From an optimization exercise on the open Yosys and OpenROAD flow, aimed at small area, a short achievable clock period and few clock cycles per item; shortcuts taken in it are not production practice. Function was checked by simulation only, so behaviour that the tests miss may differ from the original. Power is estimated from default activity; no workload was simulated.

==> flow/design.v <==
module mips_multicycle #(
    parameter logic [31:0] RESET_PC = 32'h0000_0000,
    parameter int unsigned ADDR_W   = 32,
    parameter int unsigned CNT_W    = 32
) (
    input  logic              clk,
    input  logic              rst,
    output logic              mem_req,
    output logic              mem_we,
    output logic [ADDR_W-1:0] mem_addr,
    output logic [31:0]       mem_wdata,
    input  logic [31:0]       mem_rdata,
    input  logic              mem_ready,
    output logic              halt,
    output logic [CNT_W-1:0]  instr_count
);
    localparam logic [5:0] OpRtype = 6'h00;
    localparam logic [5:0] OpJ     = 6'h02;
    localparam logic [5:0] OpBeq   = 6'h04;
    localparam logic [5:0] OpAddi  = 6'h08;
    localparam logic [5:0] OpLw    = 6'h23;
    localparam logic [5:0] OpSw    = 6'h2b;
    localparam logic [5:0] FnSll = 6'h00;
    localparam logic [5:0] FnAdd = 6'h20;
    localparam logic [5:0] FnSub = 6'h22;
    localparam logic [5:0] FnAnd = 6'h24;
    localparam logic [5:0] FnOr  = 6'h25;
    localparam logic [5:0] FnSlt = 6'h2a;
    logic             halt_q;
    logic [31:0]      na_q;          
    logic [11:2]      yp_q;          
    logic [31:0]      tgt_q;         
    logic             redir_q;       
    logic             m_q;           
    logic             mwe_q;
    logic             wen_q;         
    logic [4:0]       wdst_q;
    logic [CNT_W-1:0] cnt_q;
    logic [31:0]      ri_q;          
    logic [31:0]      rr_q;          
    logic             lx_q, la_q;    
    logic             ki_q, kr_q, kl_q;
    logic             v_e;
    logic [25:0]      imm_e;         
    logic [4:0]       dst_e;
    logic             wr_e;          
    logic             s_imm, s_add, s_sub, s_slt, s_and, s_or, s_sll;
    logic             mem_e, sw_e, beq_e, ill_e;
    logic [31:0]      a_e, b_e;
    logic             dep_e;         
    logic             qa_e, qb_e;    
    logic             fa_e, fb_e;    
    logic             la_e, lb_e;    
    logic [31:0]      rf_q [1:31];
    logic [31:1]      rf_v;          
    logic go, ev, sel_t, sel_n;
    assign sel_t = !m_q && redir_q;
    assign sel_n = !m_q && !redir_q;
    assign go = !halt_q && mem_ready;
    assign ev = v_e && !redir_q;                 
    logic [31:0] res;
    logic lt_r;
    assign lt_r = lx_q ? la_q : rr_q[31];
    assign res = ({32{ki_q}} & ri_q) | ({32{kr_q}} & rr_q) | {31'b0, kl_q & lt_r};
    logic [31:0] sext, sum_i, bx, sum_r, a_f, b_f, oth, btgt;
    logic        eq, taken, misal;
    assign sext  = {{16{imm_e[15]}}, imm_e[15:0]};
    assign sum_i = a_e + sext;
    assign bx    = b_e ^ {32{s_sub}};
    assign sum_r = a_e + bx + {31'b0, s_sub};
    assign a_f   = fa_e ? res : a_e;
    assign b_f   = fb_e ? res : b_e;
    assign eq    = (a_f == b_f);
    assign oth   = ({32{s_and}} & (a_f & b_f)) | ({32{s_or}} & (a_f | b_f)) |
                   ({32{s_sll}} & (b_f << imm_e[10:6]));
    assign misal = (a_e[1:0] + imm_e[1:0]) != 2'b00;
    assign taken = beq_e && eq;
    assign btgt  = {na_q[31:2] + sext[29:0], 2'b00};
    assign mem_req   = !halt_q;
    assign mem_we    = m_q && mwe_q;
    logic [31:0] faddr;
    assign faddr     = redir_q ? tgt_q : na_q;
    assign mem_addr  = ({32{m_q}} & {ri_q[31:2], 2'b00}) | ({32{sel_t}} & tgt_q) |
                       ({32{sel_n}} & na_q);
    assign mem_wdata = tgt_q;
    logic [5:0] op, fn;
    logic [4:0] rs, rt, rd, dst;
    logic       rtype, wr, legal_r, jcap, add_rs, add_rt;
    assign op = mem_rdata[31:26];
    assign fn = mem_rdata[5:0];
    assign rs = mem_rdata[25:21];
    assign rt = mem_rdata[20:16];
    assign rd = mem_rdata[15:11];
    assign rtype   = (op == OpRtype);
    assign legal_r = (fn == FnSll) || (fn == FnAdd) || (fn == FnSub) ||
                     (fn == FnAnd) || (fn == FnOr)  || (fn == FnSlt);
    assign dst    = rtype ? rd : rt;
    assign wr     = (rtype || op == OpAddi || op == OpLw) && (dst != 5'd0);
    assign jcap   = (op == OpJ);
    assign add_rs = (rtype && (fn == FnAdd || fn == FnSub || fn == FnSlt)) || op == OpAddi ||
                    op == OpLw || op == OpSw;
    assign add_rt = rtype && (fn == FnAdd || fn == FnSub || fn == FnSlt);
    logic [31:0] rfw [32];
    assign rfw[0] = 32'h0;
    for (genvar g = 1; g < 32; g++) begin : g_rfw
        assign rfw[g] = rf_q[g];
    end
    logic xw, xl, ma, mb, da, db, wa, wb, va, vb;
    assign xw = ev && wr_e && !mem_e;
    assign xl = ev && wr_e && mem_e;
    assign ma = xw && dst_e == rs;
    assign mb = xw && dst_e == rt;
    assign da = ma && add_rs;
    assign db = mb && add_rt;
    assign wa = wen_q && wdst_q == rs;           
    assign wb = wen_q && wdst_q == rt;
    assign va = rf_v[rs];
    assign vb = rf_v[rt];
    always_ff @(posedge clk) begin
        for (int i = 1; i < 32; i++)
            if (wen_q && wdst_q == 5'(i)) rf_q[i] <= res;
    end
    always_ff @(posedge clk) begin
        if (rst) rf_v <= '0;
        else
            for (int i = 1; i < 32; i++)
                if (wen_q && wdst_q == 5'(i)) rf_v[i] <= 1'b1;
    end
    logic [31:0] inc, pnext;
    assign inc   = {faddr[31:2] + 30'd1, 2'b00};
    assign pnext = jcap ? {inc[31:28], mem_rdata[25:0], 2'b00} : inc;
    always_ff @(posedge clk) begin
        if (rst) begin
            halt_q <= 1'b0;
            na_q   <= RESET_PC;
            m_q    <= 1'b0;
            v_e    <= 1'b0;
            redir_q <= 1'b0;
            dep_e  <= 1'b0;
            wen_q  <= 1'b0;
            cnt_q  <= '0;
        end else if (go) begin
            wen_q <= 1'b0;
            if (m_q) begin
                m_q   <= 1'b0;
                wen_q <= !mwe_q && wdst_q != 5'd0;
                cnt_q <= cnt_q + 1'b1;
                if (mwe_q && ev && ri_q[11:2] == yp_q) begin
                    v_e  <= 1'b0;
                    na_q <= {ri_q[31:2], 2'b00};
                end
            end else if (ev && dep_e) begin
                dep_e <= 1'b0;
            end else begin
                v_e     <= 1'b1;
                redir_q <= 1'b0;
                dep_e   <= da || db;
                na_q    <= pnext;
                if (ev) begin
                    if (ill_e || (mem_e && misal)) begin
                        halt_q <= 1'b1;
                    end else if (mem_e) begin
                        m_q <= 1'b1;
                    end else begin
                        cnt_q <= cnt_q + 1'b1;
                        wen_q <= wr_e;
                        redir_q <= taken;
                    end
                end
            end
        end
    end
    always_ff @(posedge clk) begin
        if (go) begin
            if (m_q) begin
                if (la_e) a_e <= mem_rdata;
                if (lb_e) b_e <= mem_rdata;
                ri_q <= mem_rdata;
                ki_q <= 1'b1;
                kr_q <= 1'b0;
                kl_q <= 1'b0;
            end else if (ev && dep_e) begin
                if (qa_e) a_e <= res;
                if (qb_e) b_e <= res;
                fa_e <= 1'b0;
                fb_e <= 1'b0;
            end else begin
                if (ev) begin
                    ri_q   <= s_imm ? sum_i : oth;
                    rr_q   <= sum_r;
                    lx_q   <= a_e[31] ^ b_e[31];
                    la_q   <= a_e[31];
                    ki_q   <= s_imm || s_and || s_or || s_sll;
                    kr_q   <= (s_add || s_sub) && !s_slt;
                    kl_q   <= s_slt;
                    tgt_q  <= beq_e ? btgt : b_f;
                    mwe_q  <= sw_e;
                    wdst_q <= dst_e;
                end
                yp_q  <= faddr[11:2];
                imm_e <= mem_rdata[25:0];
                dst_e <= dst;
                wr_e  <= wr;
                s_imm <= op == OpAddi || op == OpLw || op == OpSw;
                s_add <= rtype && fn == FnAdd;
                s_sub <= rtype && (fn == FnSub || fn == FnSlt);
                s_slt <= rtype && fn == FnSlt;
                s_and <= rtype && fn == FnAnd;
                s_or  <= rtype && fn == FnOr;
                s_sll <= rtype && fn == FnSll;
                mem_e <= op == OpLw || op == OpSw;
                sw_e  <= op == OpSw;
                beq_e <= op == OpBeq;
                ill_e <= !((rtype && legal_r) || op == OpJ || op == OpBeq || op == OpAddi ||
                           op == OpLw || op == OpSw);
                a_e   <= wa ? res : (va ? rfw[rs] : 32'h0);
                b_e   <= wb ? res : (vb ? rfw[rt] : 32'h0);
                qa_e  <= ma;
                qb_e  <= mb;
                fa_e  <= ma && !(da || db);
                fb_e  <= mb && !(da || db);
                la_e  <= xl && dst_e == rs;
                lb_e  <= xl && dst_e == rt;
            end
        end
    end
    assign halt        = halt_q;
    assign instr_count = cnt_q;
endmodule
clock: 6.0 ns
lec_check: 0
cap_margin: 20
core_margin: 2
core_utilization: 40
cts_cluster_diameter: 70
cts_cluster_size: 20
place_density: 0.5
setup_slack_margin: 2.4
slew_margin: 20
run.sh (not shown) runs the stock make flow with config.mk's settings and CLKGATE_MAP_FILE= SYNTH_SCRIPT=/design/flow/synth_recipe.tcl, a recipe that flattens the netlist after the stock synthesis.
The first run completed without violations.
Testbench counts at the start, summed over its fixed seeds: cycles 81,651, instrs 60,900.
Edit:
Settings changed: CORE_UTILIZATION 40 to 50, PLACE_DENSITY 0.5 to 0.65, SETUP_SLACK_MARGIN 2.4 to 2.7.
Critical path depth climbs by 1.
Sequential power barely changes.
Non-clock buffer count climbs by 116.
Die area drops by 20%.
Cell count drops by 4.2%.
Worst setup slack gets better by 0.18 ns.
Routed wire length drops by 6.2%.
Final area climbs by 1.6%.
Via count climbs by 5.3%.
Fmax climbs by 5.1%.
Global-route usage climbs by 7.1 points.

========
// mips_multicycle: RTL as listed in full above, without the edits since
clock: 6.0 ns
lec_check: 0
cap_margin: 20
core_margin: 2
core_utilization: 40
place_density: 0.5
setup_slack_margin: 2.8
slew_margin: 20
Testbench counts at the start, summed over its fixed seeds: cycles 81,651, instrs 60,900.
Rerun with:
--- a/flow/config.mk
+++ b/flow/config.mk
@@ -9,4 +9,6 @@
 export CORE_MARGIN = 2
-export CORE_UTILIZATION = 40
-export PLACE_DENSITY = 0.5
+export CORE_UTILIZATION = 45
+export CTS_CLUSTER_DIAMETER = 70
+export CTS_CLUSTER_SIZE = 20
+export PLACE_DENSITY = 0.55
 export SETUP_SLACK_MARGIN = 2.8
Clock power falls by 17%.
Count of clock-buffer cells in the layout falls by 73.
Synthesized cell count does not change.
Combinational power falls by about 2%.
Global-route usage rises by 4.0 points.
Worst hold slack hardly moves.
Final cell count falls by 5.1%.
Worst setup slack is better by 0.091 ns.

## port drivers added, routing unchanged
Ports are ideal in the flow. The routed layouts listed here were re-timed in OpenROAD.
Step 1, drivers: a clkbuf_16 drives clk and a buf_2 each remaining input, both assumed.
Step 2 also shifts input and output timing later by t, the mid clock arrival at the registers, as if the neighbouring blocks saw the same clock.
Three values: no drivers, after step 1, after step 2; two values: the first two.
run	shift t [ns]	setup slack, ns	worst setup path after step 2	cell pins on the clock port's net
the first run of note 1	0.834	2.266 / 2.266 / 1.553	input to register	1
the second run of note 1	0.847	2.447 / 2.384 / 1.794	input to register	1
the first run of note 2	0.911	2.474 / 2.393 / 1.808	input to register	1
the second run of note 2	0.826	2.565 / 2.484 / 1.912	input to register	1
After both steps setup and hold are still met in every run listed. For the first run of note 1, which loses most, drivers alone change the setup slack by 0.000 ns; drivers and shift together by -0.713 ns.
